Source: an optimization exercise on an open RTL-to-GDS flow (aim: small area and a short achievable clock period). Production flows keep margins and buffers that such runs may drop. In this exercise RTL edits were held to simulation tests only and were not proved equivalent to the original. Power figures rest on the tool's default switching activity, not on a simulated workload.

==> module risc24_mem_responder, before the edit <==
module risc24_mem_responder #(
    parameter int DEPTH_LOG2 = 8,
    parameter int LATENCY    = 2
) (
    input  logic        i_clk,
    input  logic        i_reset,
    input  logic        i_req_valid,
    input  logic        i_req_write,
    input  logic [15:0] i_req_addr,
    input  logic [15:0] i_req_wdata,
    output logic        o_req_ready,
    output logic        o_resp_valid,
    input  logic        i_resp_ready,
    output logic [15:0] o_resp_rdata,
    output logic        o_resp_err
);
    localparam int NRING = 64;
    logic [NRING-1:0][15:0] r_p0, r_p1, r_p2, r_p3;
    logic [2:0]  r_rot;
    logic [15:0] r_wdata;
    logic [7:0]  r_hi, r_wlo;
    logic [7:0]  r_nhi, r_nwlo;
    logic [3:0]  r_wsh;
    logic        r_nwc;
    logic [NRING-1:0] r_sel0;
    logic [NRING-1:0] r_sel2;
    logic        r_hold;
    logic        r_inv_now;
    logic        r_rd;
    logic        r_cap_w1;
    logic        r_tap;
    logic        r_rinv;
    logic        r_req_ready;
    logic        r_w1;
    logic        r_w2;
    logic        r_resp_valid;
    logic [15:0] r_rdata;
    logic        w_accept;
    logic [2:0]  w_nrot;
    logic [2:0]  w_npos;
    logic [2:0]  w_cpos;
    logic [1:0]  w_wk;
    logic        w_c0, w_c1;
    logic        w_tap_n;
    logic [7:0]  w_hi, w_lo;
    logic [3:0]  w_wsh_n;
    logic [NRING-1:0] w_we, w_keep;
    logic [15:0] w_tap_data;
    logic [7:0]  w_shi, w_slo0, w_slo2;
    assign w_accept = r_req_ready && i_req_valid && !i_reset;
    assign w_nrot  = r_rot;
    assign w_c0    = i_req_addr[0] & w_nrot[0];
    assign w_c1    = (i_req_addr[1] & w_nrot[1]) | (w_c0 & (i_req_addr[1] ^ w_nrot[1]));
    assign w_npos  = {w_nrot[2] ^ w_c1, i_req_addr[1] ^ w_nrot[1] ^ w_c0, i_req_addr[0] ^ w_nrot[0]};
    assign w_cpos  = {w_npos[2] ^ (w_npos[1] & w_npos[0]), w_npos[1] ^ w_npos[0], 1'b0};
    assign w_tap_n = w_cpos[1];
    assign w_hi    = 8'h01 << i_req_addr[7:5];
    assign w_lo    = 8'h01 << i_req_addr[4:2];
    assign w_wk    = ~w_npos[1:0];
    assign w_wsh_n = {4{i_req_write}} & {w_wk == 2'd3, w_wk == 2'd2, w_wk == 2'd1, w_wk == 2'd0};
    always_comb begin
        for (int r = 0; r < NRING; r++) begin
            w_we[r]   = r_wsh[0] && r_hi[r/8] && r_wlo[r%8];
            w_keep[r] = r_nwc || r_nhi[r/8] || r_nwlo[r%8];
        end
    end
    always_ff @(posedge i_clk) begin
        r_rot <= r_rot + 3'd1;
        for (int r = 0; r < NRING; r++) begin
            r_p0[r] <= ~(({16{w_we[r]}} & r_wdata) | ({16{w_keep[r]}} & r_p3[r]));
            r_p1[r] <= r_p0[r];
            r_p2[r] <= r_p1[r];
            r_p3[r] <= r_p2[r];
        end
    end
    always_ff @(posedge i_clk) begin
        if (w_accept) begin
            r_wdata   <= i_req_wdata ^ {16{w_npos[2]}};
            r_hi      <= w_hi;
            r_nhi     <= ~w_hi;
            r_wlo     <= w_lo;
            r_nwlo    <= ~w_lo;
            r_wsh     <= w_wsh_n;
            r_nwc     <= !w_wsh_n[0];
            r_rd      <= !i_req_write;
            r_cap_w1  <= !w_npos[0];
            r_tap     <= w_tap_n;
            r_rinv    <= w_cpos[2];
        end else begin
            r_wsh     <= {1'b0, r_wsh[3:1]};
            r_nwc     <= !r_wsh[1];
        end
    end
    always_comb begin
        if (w_accept) begin
            w_shi  = w_hi;
            w_slo0 = (!i_req_write && !w_npos[0] && !w_tap_n) ? w_lo : 8'h00;
            w_slo2 = (!i_req_write && !w_npos[0] &&  w_tap_n) ? w_lo : 8'h00;
        end else if (r_w1) begin
            w_shi  = r_hi;
            w_slo0 = (r_rd && !r_cap_w1 && !r_tap) ? r_wlo : 8'h00;
            w_slo2 = (r_rd && !r_cap_w1 &&  r_tap) ? r_wlo : 8'h00;
        end else begin
            w_shi  = 8'h00;
            w_slo0 = 8'h00;
            w_slo2 = 8'h00;
        end
    end
    always_ff @(posedge i_clk) begin
        for (int r = 0; r < NRING; r++) begin
            r_sel0[r] <= w_shi[r/8] && w_slo0[r%8];
            r_sel2[r] <= w_shi[r/8] && w_slo2[r%8];
        end
        if (w_accept) begin
            r_hold    <= i_req_write ? 1'b0 : w_npos[0];
            r_inv_now <= !i_req_write && !w_npos[0] && w_cpos[2];
        end else if (r_w1) begin
            r_hold    <= !(r_rd && !r_cap_w1);
            r_inv_now <= r_rd && !r_cap_w1 && r_rinv;
        end else begin
            r_hold    <= 1'b1;
            r_inv_now <= 1'b0;
        end
    end
    always_comb begin
        w_tap_data = 16'h0000;
        for (int r = 0; r < NRING; r++) begin
            w_tap_data = w_tap_data | ({16{r_sel0[r]}} & r_p0[r]) | ({16{r_sel2[r]}} & r_p2[r]);
        end
    end
    always_ff @(posedge i_clk) begin
        r_rdata <= (w_tap_data ^ {16{r_inv_now}}) | ({16{r_hold}} & r_rdata);
    end
    always_ff @(posedge i_clk or posedge i_reset) begin
        if (i_reset) begin
            r_req_ready  <= 1'b1;
            r_w1         <= 1'b0;
            r_w2         <= 1'b0;
            r_resp_valid <= 1'b0;
        end else begin
            r_w1 <= w_accept;
            r_w2 <= r_w1;
            if (w_accept) begin
                r_req_ready <= 1'b0;
            end else if (r_resp_valid && i_resp_ready) begin
                r_req_ready <= 1'b1;
            end
            if (r_w2) begin
                r_resp_valid <= 1'b1;
            end else if (i_resp_ready) begin
                r_resp_valid <= 1'b0;
            end
        end
    end
    assign o_req_ready  = r_req_ready;
    assign o_resp_valid = r_resp_valid;
    assign o_resp_rdata = r_rdata;
    assign o_resp_err   = 1'b0;
endmodule
==> flow/config.mk <==
export PLATFORM = sky130hd
export DESIGN_NAME = risc24_mem_responder
export DESIGN_NICKNAME = risc24_mem_responder
export VERILOG_FILES = /design/flow/design.v
export SDC_FILE = /design/flow/constraint.sdc
export NUM_CORES = 4
export LEC_CHECK = 0
export CAP_MARGIN = 20
export CORE_MARGIN = 2
export CORE_UTILIZATION = 40
export CTS_CLUSTER_DIAMETER = 60
export CTS_CLUSTER_SIZE = 25
export SETUP_SLACK_MARGIN = 5.0
export SLEW_MARGIN = 20
==> flow/constraint.sdc <==
create_clock -name core_clock -period 8.0 [get_ports {i_clk}]
set_input_delay 1.6000 -clock core_clock [delete_from_list [all_inputs] [get_ports {i_clk}]]
set_output_delay 1.6000 -clock core_clock [all_outputs]
set_load 0.01 [all_outputs]
run.sh (not shown) runs the stock make flow with config.mk's settings and CLKGATE_MAP_FILE= SYNTH_SCRIPT=/design/flow/synth_recipe.tcl, a recipe that flattens the netlist after the stock synthesis.
Change:
--- a/flow/design.v
+++ b/flow/design.v
@@ -21,10 +21,10 @@
     logic [7:0]  r_hi, r_wlo;
     logic [7:0]  r_nhi, r_nwlo;
     logic [3:0]  r_wsh;
     logic        r_nwc;
-    logic [NRING-1:0] r_sel0;
-    logic [NRING-1:0] r_sel2;
+    logic [7:0]  r_sel_lo0;
+    logic [7:0]  r_sel_lo2;
     logic        r_hold;
     logic        r_inv_now;
     logic        r_rd;
     logic        r_cap_w1;
@@ -45,9 +45,8 @@
     logic [7:0]  w_hi, w_lo;
     logic [3:0]  w_wsh_n;
     logic [NRING-1:0] w_we, w_keep;
     logic [15:0] w_tap_data;
-    logic [7:0]  w_shi, w_slo0, w_slo2;
     assign w_accept = r_req_ready && i_req_valid && !i_reset;
     assign w_nrot  = r_rot;
     assign w_c0    = i_req_addr[0] & w_nrot[0];
     assign w_c1    = (i_req_addr[1] & w_nrot[1]) | (w_c0 & (i_req_addr[1] ^ w_nrot[1]));
@@ -90,43 +89,31 @@
             r_wsh     <= {1'b0, r_wsh[3:1]};
             r_nwc     <= !r_wsh[1];
         end
     end
-    always_comb begin
+    always_ff @(posedge i_clk) begin
         if (w_accept) begin
-            w_shi  = w_hi;
-            w_slo0 = (!i_req_write && !w_npos[0] && !w_tap_n) ? w_lo : 8'h00;
-            w_slo2 = (!i_req_write && !w_npos[0] &&  w_tap_n) ? w_lo : 8'h00;
-        end else if (r_w1) begin
-            w_shi  = r_hi;
-            w_slo0 = (r_rd && !r_cap_w1 && !r_tap) ? r_wlo : 8'h00;
-            w_slo2 = (r_rd && !r_cap_w1 &&  r_tap) ? r_wlo : 8'h00;
-        end else begin
-            w_shi  = 8'h00;
-            w_slo0 = 8'h00;
-            w_slo2 = 8'h00;
-        end
-    end
-    always_ff @(posedge i_clk) begin
-        for (int r = 0; r < NRING; r++) begin
-            r_sel0[r] <= w_shi[r/8] && w_slo0[r%8];
-            r_sel2[r] <= w_shi[r/8] && w_slo2[r%8];
-        end
-        if (w_accept) begin
+            r_sel_lo0 <= (!i_req_write && !w_npos[0] && !w_tap_n) ? w_lo : 8'h00;
+            r_sel_lo2 <= (!i_req_write && !w_npos[0] &&  w_tap_n) ? w_lo : 8'h00;
             r_hold    <= i_req_write ? 1'b0 : w_npos[0];
             r_inv_now <= !i_req_write && !w_npos[0] && w_cpos[2];
         end else if (r_w1) begin
+            r_sel_lo0 <= (r_rd && !r_cap_w1 && !r_tap) ? r_wlo : 8'h00;
+            r_sel_lo2 <= (r_rd && !r_cap_w1 &&  r_tap) ? r_wlo : 8'h00;
             r_hold    <= !(r_rd && !r_cap_w1);
             r_inv_now <= r_rd && !r_cap_w1 && r_rinv;
         end else begin
+            r_sel_lo0 <= 8'h00;
+            r_sel_lo2 <= 8'h00;
             r_hold    <= 1'b1;
             r_inv_now <= 1'b0;
         end
     end
     always_comb begin
         w_tap_data = 16'h0000;
         for (int r = 0; r < NRING; r++) begin
-            w_tap_data = w_tap_data | ({16{r_sel0[r]}} & r_p0[r]) | ({16{r_sel2[r]}} & r_p2[r]);
+            w_tap_data = w_tap_data | ({16{r_hi[r/8] && r_sel_lo0[r%8]}} & r_p0[r])
+                                    | ({16{r_hi[r/8] && r_sel_lo2[r%8]}} & r_p2[r]);
         end
     end
     always_ff @(posedge i_clk) begin
         r_rdata <= (w_tap_data ^ {16{r_inv_now}}) | ({16{r_hold}} & r_rdata);
What happened: Fmax rises slightly. Wire length fell by a few percent. Sequential power falls by a few percent. Setup slack improves by 0.054 ns. Cell count went up slightly. Utilization grows by 0.19 points. Clock power stays flat. Die area falls slightly.

[afterwards: timing with drivers on the ports]
No port has a modelled driver above. Below, the same layouts with a new extraction and two added sets of constraints.
Step 1 sets driving cells, clkbuf_16 on the clock port and buf_2 on the other inputs (assumed; they add their load-dependent delay and slew).
Step 2 times the ports against the registers' clock, not the clock port: input delays grow and output delays shrink by t, the midpoint of the rising clock arrivals with the driver on.
a / b / c = no drivers / after step 1 / after step 2; a / b = the first two.
run | t, ns | setup slack, ns | worst setup path at the end | clock arrival spread, ns | cell pins on the clock port's net
the first run | 1.008 | 4.818 / 4.744 / 3.979 | input to register | 0.093 / 0.093 | 1
the second run | 0.956 | 4.872 / 4.777 / 4.131 | input to register | 0.089 / 0.089 | 1
After both steps setup and hold are still met in every run listed. The setup slack of the first run, which loses most, moves by -0.074 ns with the drivers and by -0.839 ns with both steps.
